From an optimization exercise on the open Yosys and OpenROAD flow, aimed at small area and a short achievable clock period; shortcuts taken in it are not production practice.
RTL that was checked went through simulation tests only; none was proved equivalent to the original.
Power figures rest on the tool's default switching activity, not on a simulated workload.

## pdl_ctrl
module pdl_ctrl #(
   parameter int N       = 32,
   parameter int OUT_NUM = 8
) (
   input  logic                 clk,
   input  logic                 reset,
   input  logic                 cfg_valid,
   output logic                 cfg_ready,
   input  logic [7:0]           cfg_addr,
   input  logic [N-1:0]         cfg_data,
   output logic                 cfg_err,
   input  logic                 commit,
   input  logic                 arm,
   input  logic                 abort,
   input  logic                 ext_trigger,
   output logic [OUT_NUM-1:0]   ch_trigger,
   output logic [OUT_NUM*N-1:0] ch_dl,
   output logic [OUT_NUM*N-1:0] ch_wb,
   output logic                 busy,
   output logic                 commit_pending,
   output logic                 done
);
==> flow/config.mk <==
export PLATFORM = sky130hd
export DESIGN_NAME = pdl_ctrl
export DESIGN_NICKNAME = pdl_ctrl
export VERILOG_FILES = /design/flow/design.v
export SDC_FILE = /design/flow/constraint.sdc
export NUM_CORES = 4
export LEC_CHECK = 0
export CAP_MARGIN = 20
export CORE_MARGIN = 2
export CORE_UTILIZATION = 65
export CTS_CLUSTER_DIAMETER = 100
export CTS_CLUSTER_SIZE = 25
export SETUP_SLACK_MARGIN = 1.5
export SLEW_MARGIN = 20
export SYNTH_HIERARCHICAL = 1
export BUFFER_PORTS_ARGS = -buffer_cell sky130_fd_sc_hd__buf_2
export DONT_USE_CELLS += sky130_fd_sc_hd__or3_1 sky130_fd_sc_hd__or3_2 sky130_fd_sc_hd__or3_4 sky130_fd_sc_hd__or4_1 sky130_fd_sc_hd__or4_2 sky130_fd_sc_hd__or4_4 sky130_fd_sc_hd__or3b_1 sky130_fd_sc_hd__or3b_2 sky130_fd_sc_hd__or3b_4 sky130_fd_sc_hd__or4b_1 sky130_fd_sc_hd__or4b_2 sky130_fd_sc_hd__or4b_4 sky130_fd_sc_hd__or4bb_1 sky130_fd_sc_hd__or4bb_2 sky130_fd_sc_hd__or4bb_4
==> flow/constraint.sdc <==
create_clock -name core_clock -period 3.4 [get_ports {clk}]
set_input_delay 0.6800 -clock core_clock [delete_from_list [all_inputs] [get_ports {clk}]]
set_output_delay 0.6800 -clock core_clock [all_outputs]
set_load 0.01 [all_outputs]
standard.sh (not shown) runs the stock make flow with config.mk's settings and CLKGATE_MAP_FILE= SYNTH_SCRIPT=/design/flow/synth_recipe.tcl, a recipe that flattens the netlist after the stock synthesis.
==> flow/flow/run.sh <==
#!/bin/bash
# The standard layout with two changes, both made through config.mk:
#  - buffer_ports uses plain buf_2 cells for the port buffers instead of
#    the delay cells it picks by default;
#  - the slow OR3/OR4 cells are kept out of the combinational logic (they
#    are added to DONT_USE_CELLS; no register cell is affected).
# The make output goes to standard.log in the work folder; ORFS's own
# per-step logs stay under orfs/logs/.
set -euo pipefail
cat >> config.mk <<'EOF'
export BUFFER_PORTS_ARGS = -buffer_cell sky130_fd_sc_hd__buf_2
export DONT_USE_CELLS += sky130_fd_sc_hd__or3_1 sky130_fd_sc_hd__or3_2 sky130_fd_sc_hd__or3_4 sky130_fd_sc_hd__or4_1 sky130_fd_sc_hd__or4_2 sky130_fd_sc_hd__or4_4 sky130_fd_sc_hd__or3b_1 sky130_fd_sc_hd__or3b_2 sky130_fd_sc_hd__or3b_4 sky130_fd_sc_hd__or4b_1 sky130_fd_sc_hd__or4b_2 sky130_fd_sc_hd__or4b_4 sky130_fd_sc_hd__or4bb_1 sky130_fd_sc_hd__or4bb_2 sky130_fd_sc_hd__or4bb_4
EOF
bash standard.sh > standard.log 2>&1
Change:
--- a/flow/design.v
+++ b/flow/design.v
@@ -116,44 +116,46 @@
       off_v     = {act_off[N-1:1],   act_off[0]   | off_one};
       shots_v   = {act_shots[N-1:1], act_shots[0] | shots_one};
    end
    logic run;                            
    logic tload;                          
    assign run   = st_on | st_off;
    assign tload = ~run | timer_one;
    logic [N-1:0] tld, timer_dec;
    logic         tz8, tz16, tz24;
    assign tld = st_on ? off_v : on_v;
+   logic [2:0] tzl, tzd;
+   pdl_tzn u_tzn (.t(timer[23:0]), .l(tld[23:0]), .zl(tzl), .zd(tzd));
    always_comb begin
       for (int i = 0; i < N; i++) begin
          logic brw;
          brw = 1'b1;
          for (int j = (i / 8) * 8; j < i; j++) brw = brw & ~timer[j];
          if (i >= 8  && i < 16) brw = brw & tz8;
          if (i >= 16 && i < 24) brw = brw & tz16;
          if (i >= 24)           brw = brw & tz24;
          timer_dec[i] = timer[i] ^ brw;
       end
    end
    always_ff @(posedge clk) begin
       if (tload) begin
          timer     <= tld;
          timer_one <= st_on ? off_one : on_one;
-         tz8       <= (tld[7:0]  == '0);
-         tz16      <= (tld[15:0] == '0);
-         tz24      <= (tld[23:0] == '0);
+         tz8       <= tzl[0];
+         tz16      <= tzl[1];
+         tz24      <= tzl[2];
       end else begin
          timer     <= timer_dec;
          timer_one <= timer_two;
-         tz8       <= (timer[7:0]  == 8'd1);
-         tz16      <= (timer[15:0] == 16'd1);
-         tz24      <= (timer[23:0] == 24'd1);
+         tz8       <= tzd[0];
+         tz16      <= tzd[1];
+         tz24      <= tzd[2];
       end
    end
    logic       shot_two, z8, z16, z24;
    logic       lz8, lz16, lz24;
    pdl_lowz u_lowz (.v(shot[23:0]), .z8(lz8), .z16(lz16), .z24(lz24));
    logic [N-1:0] shot_dec;
    always_comb begin
       for (int i = 0; i < N; i++) begin
          logic brw;
          brw = 1'b1;
@@ -270,10 +272,28 @@
    output logic [19:0] ld,
    output logic [19:0] kp,
    output logic        err
 );
    always_comb begin
       ld  = hit & {20{~rst_q}};
       kp  = ~hit & {20{~rst_q}};
       err = miss & ~rst_q & ~reset;
    end
 endmodule
+module pdl_tzn (
+   input  logic [23:0] t,
+   input  logic [23:0] l,
+   output logic [2:0]  zl,
+   output logic [2:0]  zd
+);
+   logic a, b, c, d, e, f;
+   always_comb begin
+      a  = ~|l[7:0];
+      b  = ~|l[15:8];
+      c  = ~|l[23:16];
+      d  = (t[7:0] == 8'd1);
+      e  = ~|t[15:8];
+      f  = ~|t[23:16];
+      zl = {a & b & c, a & b, a};
+      zd = {d & e & f, d & e, d};
+   end
+endmodule
Outcome:
- The new run finished clean
- via count came out higher by 41%
- worst setup slack gets worse by 130 ps
- area after synthesis came out higher by 21%
- wire length came out higher by 23%
- power came out higher by 3.2%
No functional check of the RTL was part of any run of this note.

---

Another version of the RTL of pdl_ctrl (not shown whole).
Size in the first run: roughly 3400 cells after synthesis, roughly 1300 flip-flops, ~570 I/O pins, roughly 43000 µm² of cells after synthesis.
==> module pdl_sel, before the edit <==
module pdl_sel (
   input  logic [19:0] hit,
   input  logic        miss,
   input  logic        rst_q,
   input  logic        reset,
   output logic [19:0] ld,
   output logic [19:0] kp,
   output logic        err
);
   always_comb begin
      ld  = hit & {20{~rst_q & ~reset}};
      kp  = ~(hit & {20{~rst_q}}) & {20{~reset}};
      err = miss & ~rst_q & ~reset;
   end
endmodule
export LEC_CHECK = 0
export CAP_MARGIN = 20
export CORE_MARGIN = 2
export CORE_UTILIZATION = 60
export CTS_CLUSTER_DIAMETER = 100
export CTS_CLUSTER_SIZE = 25
export SETUP_SLACK_MARGIN = 1.35
export SLEW_MARGIN = 20
export SYNTH_HIERARCHICAL = 1
export BUFFER_PORTS_ARGS = -buffer_cell sky130_fd_sc_hd__buf_2
create_clock -name core_clock -period 3.4 [get_ports {clk}]
Scripts as last shown in full above: flow/flow/run.sh
Change:
--- a/flow/design.v
+++ b/flow/design.v
@@ -272,8 +272,8 @@
    output logic        err
 );
    always_comb begin
       ld  = hit & {20{~rst_q & ~reset}};
-      kp  = ~(hit & {20{~rst_q}}) & {20{~reset}};
+      kp  = ~hit & {20{~reset}};
       err = miss & ~rst_q & ~reset;
    end
 endmodule
Final cell count shrinks slightly. First-iteration DRC count went up by a few percent. Total power is about the same. Sequential cell count stays the same. Setup slack gains 0.091 ns. Sequential share of layout area stays flat. Wire length decreases slightly. Clock-buffer cell count goes down by 1. Cell area stays flat. Synthesized area is about the same. Die area hardly moves. Combinational power goes down by a few percent. Non-clock buffer count went down by 16. Core utilization decreases by 0.21 points.
The RTL of the first run of this note was laid out without a check of its function.

==> separate check: timing with driven ports <==
How much do the figures lean on ideal ports? The routed layouts below were timed once more, with nothing changed but the port constraints. Step 1 assumes that a clkbuf_16 drives the clock port and a buf_2 every other input. Step 2 also shifts input and output timing later by t, the mid clock arrival at the registers, as if the neighbouring blocks saw the same clock. a / b / c = ideal ports / drivers / drivers and shift; a / b = the first two.
run | t, ns | slack for setup (ns) | worst hold slack (ns) | worst setup path after step 2 | clock arrival spread, ns
the first run of note 1 | 0.730 | 1.455 / 1.437 / 0.846 | 0.239 / 0.213 / 0.458 | input to register | 0.029 / 0.030
the second run of note 1 | 0.742 | 1.323 / 1.323 / 0.897 | 0.206 / 0.165 / 0.462 | input to register | 0.021 / 0.021
the first run of note 2 | 0.728 | 1.272 / 1.272 / 0.724 | 0.253 / 0.235 / 0.454 | input to register | 0.029 / 0.030
the second run of note 2 | 0.728 | 1.364 / 1.294 / 0.757 | 0.229 / 0.185 / 0.462 | input to register | 0.032 / 0.031
After both steps every run listed still meets setup and hold. For the first run of note 1, which loses most, drivers alone change the setup slack by -0.018 ns; drivers and shift together by -0.609 ns.
